Source: an optimization exercise on an open RTL-to-GDS flow (aim: small area and a short achievable clock period). Production flows keep margins and buffers that such runs may drop. Function was checked by simulation only, so behaviour that the tests miss may differ from the original. Power is estimated from default activity; no workload was simulated.

== east ==
==> flow/design.v <==
package psum_acc_pkg;
  function automatic integer store_width(input integer t_d_size, input integer f_width);
    store_width = t_d_size + $clog2(f_width - 1);
  endfunction
endpackage
module psum_line_buffer #(
  parameter int DEPTH = 32,
  parameter int WIDTH = 39
) (
  input  logic             clk,
  input  logic             i_shift,
  input  logic [WIDTH-1:0] i_wdata,
  output logic [WIDTH-1:0] o_head
);
  logic [WIDTH-1:0] r_mem [DEPTH];
  always_ff @(posedge clk) begin
    if (i_shift) begin
      r_mem[0] <= i_wdata;
      for (int i = 1; i < DEPTH; i++) r_mem[i] <= r_mem[i-1];
    end
  end
  assign o_head = r_mem[DEPTH-1];
endmodule
module psum_accumulator #(
  parameter int T_D_SIZE = 37,
  parameter int O_D_SIZE = 16,
  parameter int F_WIDTH  = 5,
  parameter int LINE_LEN = 32
) (
  input  logic                       clk,
  input  logic                       rst,
  input  logic                       clk_en,
  input  logic [T_D_SIZE-1:0]        psum_i,
  input  logic                       psum_valid_i,
  output logic                       psum_ready_o,
  input  logic [T_D_SIZE-1:0]        bias_i,
  input  logic [4:0]                 shift_i,
  output logic [O_D_SIZE-1:0]        out_data_o,
  output logic                       out_valid_o,
  input  logic                       out_ready_i,
  output logic [$clog2(F_WIDTH)-1:0] pass_o,
  output logic                       row_done_o
);
  localparam int SW = psum_acc_pkg::store_width(T_D_SIZE, F_WIDTH);
  localparam int FW = SW + 1;
  localparam int PW = $clog2(F_WIDTH);
  localparam int CW = (LINE_LEN > 1) ? $clog2(LINE_LEN) : 1;
  localparam logic [CW-1:0] COL_LAST  = CW'(LINE_LEN - 1);
  localparam logic [PW-1:0] PASS_LAST = PW'(F_WIDTH - 1);
  localparam int FB = 3;                    
  localparam int NF = 1 << FB;              
  localparam int UW = O_D_SIZE + NF - 1;    
  logic [CW-1:0]       r_col;
  logic [PW-1:0]       r_pass;
  logic                r_first;    
  logic                r_final;    
  logic [UW-1:0]       r_res_u;     
  logic [FB-1:0]       r_res_fine;  
  logic                r_res_fits;  
  logic                r_res_neg;   
  logic                r_out_valid;
  logic                r_row_done;
  logic                w_accept;
  logic                w_col_wrap;
  logic [SW-1:0]       w_head;
  logic [FW-1:0]       w_sum;
  assign psum_ready_o = clk_en & ~(r_final & r_out_valid & ~out_ready_i);
  assign w_accept     = psum_valid_i & psum_ready_o;
  assign w_col_wrap   = (r_col == COL_LAST);
  psum_line_buffer #(
    .DEPTH (LINE_LEN),
    .WIDTH (SW)
  ) u_line_buffer (
    .clk     (clk),
    .i_shift (w_accept),
    .i_wdata (w_sum[SW-1:0]),
    .o_head  (w_head)
  );
  logic [FW-1:0] w_head_x;
  logic [FW-1:0] w_psum_x;
  logic [FW-1:0] w_bias_x;
  assign w_head_x = {w_head[SW-1], w_head};
  assign w_psum_x = {{(FW-T_D_SIZE){psum_i[T_D_SIZE-1]}}, psum_i};
  assign w_bias_x = {{(FW-T_D_SIZE){bias_i[T_D_SIZE-1]}}, bias_i};
  logic [FW-1:0] w_head_g;
  logic [FW-1:0] w_bias_g;
  assign w_head_g = r_first ? '0 : w_head_x;
  assign w_bias_g = r_final ? w_bias_x : '0;
  logic [FW-1:0] w_cs_s;
  logic [FW-1:0] w_cs_c;
  assign w_cs_s = w_head_g ^ w_psum_x ^ w_bias_g;
  assign w_cs_c = {(w_head_g[FW-2:0] & w_psum_x[FW-2:0]) |
                   (w_head_g[FW-2:0] & w_bias_g[FW-2:0]) |
                   (w_psum_x[FW-2:0] & w_bias_g[FW-2:0]), 1'b0};
  assign w_sum  = w_cs_s + w_cs_c;
  function automatic logic sum_bit(input logic [FW-1:0] v, input integer j);
    sum_bit = (j >= FW) ? v[FW-1] : v[j];
  endfunction
  localparam int NC = 32 / NF;
  logic [NC-1:0] w_co_oh;
  always_comb begin
    for (int k = 0; k < NC; k++) w_co_oh[k] = (shift_i[4:FB] == (5 - FB)'(k));
  end
  logic [UW-1:0] w_u;
  always_comb begin
    for (int i = 0; i < UW; i++) begin
      w_u[i] = 1'b0;
      for (int k = 0; k < NC; k++) w_u[i] = w_u[i] | (w_co_oh[k] & sum_bit(w_sum, i + k * NF));
    end
  end
  logic [FW-2:0] w_top_mask;   
  logic [FW-2:0] w_nb_eq;      
  always_comb begin
    for (int j = 0; j < FW - 1; j++) begin
      w_top_mask[j] = ({27'd0, shift_i} + O_D_SIZE - 1 <= j);
      w_nb_eq[j]    = (w_sum[j] == w_sum[j+1]);
    end
  end
  logic w_fits;
  assign w_fits = &(w_nb_eq | ~w_top_mask);
  logic [O_D_SIZE-1:0] w_shl;
  always_comb begin
    for (int i = 0; i < O_D_SIZE; i++) w_shl[i] = r_res_u[i + r_res_fine];
  end
  assign out_data_o = r_res_fits ? w_shl : {r_res_neg, {(O_D_SIZE-1){~r_res_neg}}};
  always_ff @(posedge clk or posedge rst) begin
    if (rst) begin
      r_col       <= '0;
      r_pass      <= '0;
      r_first     <= 1'b1;
      r_final     <= 1'b0;
      r_res_u     <= '0;
      r_res_fine  <= '0;
      r_res_fits  <= 1'b1;
      r_res_neg   <= 1'b0;
      r_out_valid <= 1'b0;
      r_row_done  <= 1'b0;
    end else if (clk_en) begin
      r_row_done <= 1'b0;
      if (r_out_valid && out_ready_i) begin
        r_out_valid <= 1'b0;
      end
      if (w_accept) begin
        r_col <= w_col_wrap ? '0 : r_col + 1'b1;
        if (r_final) begin
          r_res_u     <= w_u;
          r_res_fine  <= shift_i[FB-1:0];
          r_res_fits  <= w_fits;
          r_res_neg   <= w_sum[FW-1];
          r_out_valid <= 1'b1;
        end
        if (w_col_wrap) begin
          if (r_final) begin
            r_pass     <= '0;
            r_first    <= 1'b1;
            r_final    <= 1'b0;
            r_row_done <= 1'b1;
          end else begin
            r_pass     <= r_pass + 1'b1;
            r_first    <= 1'b0;
            r_final    <= (r_pass == PASS_LAST - 1'b1);
          end
        end
      end
    end
  end
  assign out_valid_o = r_out_valid;
  assign pass_o      = r_pass;
  assign row_done_o  = r_row_done;
endmodule
export LEC_CHECK = 0
export ABC_AREA = 1
export CAP_MARGIN = 20
export CORE_MARGIN = 2
export CORE_UTILIZATION = 55
export SETUP_SLACK_MARGIN = 5
export SLEW_MARGIN = 20
export BUFFER_PORTS_ARGS = -buffer_cell sky130_fd_sc_hd__buf_2
export CTS_ARGS = -sink_clustering_enable -repair_clock_nets -sink_clustering_size 20 -sink_clustering_max_diameter 40 -buf_list sky130_fd_sc_hd__clkbuf_8 -dont_use_dummy_load
create_clock -name core_clock -period 9.0 [get_ports {clk}]
standard.sh (not shown) runs the stock make flow with config.mk's settings and CLKGATE_MAP_FILE= SYNTH_SCRIPT=/design/flow/synth_recipe.tcl, a recipe that flattens the netlist after the stock synthesis.
==> flow/flow/run.sh <==
#!/bin/bash
# Standard ORFS layout, with port buffers built from a plain buffer cell
# instead of the flow's default pick (a slow delay cell).
set -euo pipefail
cat flow/extra.mk >> config.mk
bash standard.sh > standard.log 2>&1
==> flow/flow/extra.mk <==
export BUFFER_PORTS_ARGS = -buffer_cell sky130_fd_sc_hd__buf_2
export CTS_ARGS = -sink_clustering_enable -repair_clock_nets -sink_clustering_size 20 -sink_clustering_max_diameter 40 -buf_list sky130_fd_sc_hd__clkbuf_8 -dont_use_dummy_load
east closes out successfully: all stages finished, all timing, DRC and antenna checks passed.
### east -> west
--- a/flow/design.v
+++ b/flow/design.v
@@ -51,4 +51,5 @@
   localparam int NF = 1 << FB;              
   localparam int UW = O_D_SIZE + NF - 1;    
+  localparam int NG = 4;                    
   logic [CW-1:0]       r_col;
   logic [PW-1:0]       r_pass;
@@ -57,5 +58,5 @@
   logic [UW-1:0]       r_res_u;     
   logic [FB-1:0]       r_res_fine;  
-  logic                r_res_fits;  
+  logic [NG-1:0]       r_res_fits;  
   logic                r_res_neg;   
   logic                r_out_valid;
@@ -117,11 +118,21 @@
     end
   end
-  logic w_fits;
-  assign w_fits = &(w_nb_eq | ~w_top_mask);
+  localparam int NP = FW - O_D_SIZE;        
+  localparam int GS = (NP + NG - 1) / NG;   
+  logic [FW-2:0] w_pair_ok;
+  assign w_pair_ok = w_nb_eq | ~w_top_mask;
+  logic [NG-1:0] w_fits_g;
+  always_comb begin
+    for (int g = 0; g < NG; g++) begin
+      w_fits_g[g] = 1'b1;
+      for (int j = O_D_SIZE - 1 + g * GS; j < O_D_SIZE - 1 + (g + 1) * GS; j++)
+        if (j < FW - 1) w_fits_g[g] = w_fits_g[g] & w_pair_ok[j];
+    end
+  end
   logic [O_D_SIZE-1:0] w_shl;
   always_comb begin
     for (int i = 0; i < O_D_SIZE; i++) w_shl[i] = r_res_u[i + r_res_fine];
   end
-  assign out_data_o = r_res_fits ? w_shl : {r_res_neg, {(O_D_SIZE-1){~r_res_neg}}};
+  assign out_data_o = (&r_res_fits) ? w_shl : {r_res_neg, {(O_D_SIZE-1){~r_res_neg}}};
   always_ff @(posedge clk or posedge rst) begin
     if (rst) begin
@@ -132,5 +143,5 @@
       r_res_u     <= '0;
       r_res_fine  <= '0;
-      r_res_fits  <= 1'b1;
+      r_res_fits  <= '1;
       r_res_neg   <= 1'b0;
       r_out_valid <= 1'b0;
@@ -146,5 +157,5 @@
           r_res_u     <= w_u;
           r_res_fine  <= shift_i[FB-1:0];
-          r_res_fits  <= w_fits;
+          r_res_fits  <= w_fits_g;
           r_res_neg   <= w_sum[FW-1];
           r_out_valid <= 1'b1;
Notes after the runs:
Higher pre-CTS worst setup slack was reported by west, not east.
From east to west the numbers moved as follows: number of nets produced by synthesis now smaller; area added between synthesis and finish now larger.
In the tables for west and east, internal cell power reads higher with west.
west vs. east: utilization went up by 0.51 points.
Final period demand of the worst path delta (west − east): favourable
west: inverter count about 17% below east
When west is measured against east, its setup clock skew after layout turns out 0.011 ns higher.
Est. power | west vs east | west higher
In west the total routed wirelength turned out about 0.8% lower than in east.

[afterwards: timing with drivers on the ports]
In the flow no input, the clock included, has a driving cell. The finished layouts below were timed again as built, in two steps. Step 1 (the two cells are an assumption about what drives the block):
set clk [get_ports {clk}]
set_driving_cell -lib_cell sky130_fd_sc_hd__clkbuf_16 $clk
set_driving_cell -lib_cell sky130_fd_sc_hd__buf_2 [delete_from_list [all_inputs] $clk]
Step 2 adds t to the input delays and takes it off the output delays; t is the mean of the earliest and latest rising clock arrival at the registers after step 1. Input paths then give back, and output paths get back, about the clock's delay inside the block. a / b / c = no drivers / after step 1 / after step 2; a / b = the first two.
run | t, ns | slack for setup (ns) | clock arrival spread, ns | worst data-port slew with drivers (ns) | cell pins on the clock port's net
east | 0.832 | 4.870 / 4.898 / 4.074 | 0.109 / 0.108 | 0.07 | 1
west | 0.819 | 4.934 / 4.867 / 4.229 | 0.129 / 0.129 | 0.06 | 1
After both steps setup and hold are still met in every run listed. The setup slack of east, which loses most, moves by +0.028 ns with the drivers and by -0.796 ns with both steps.
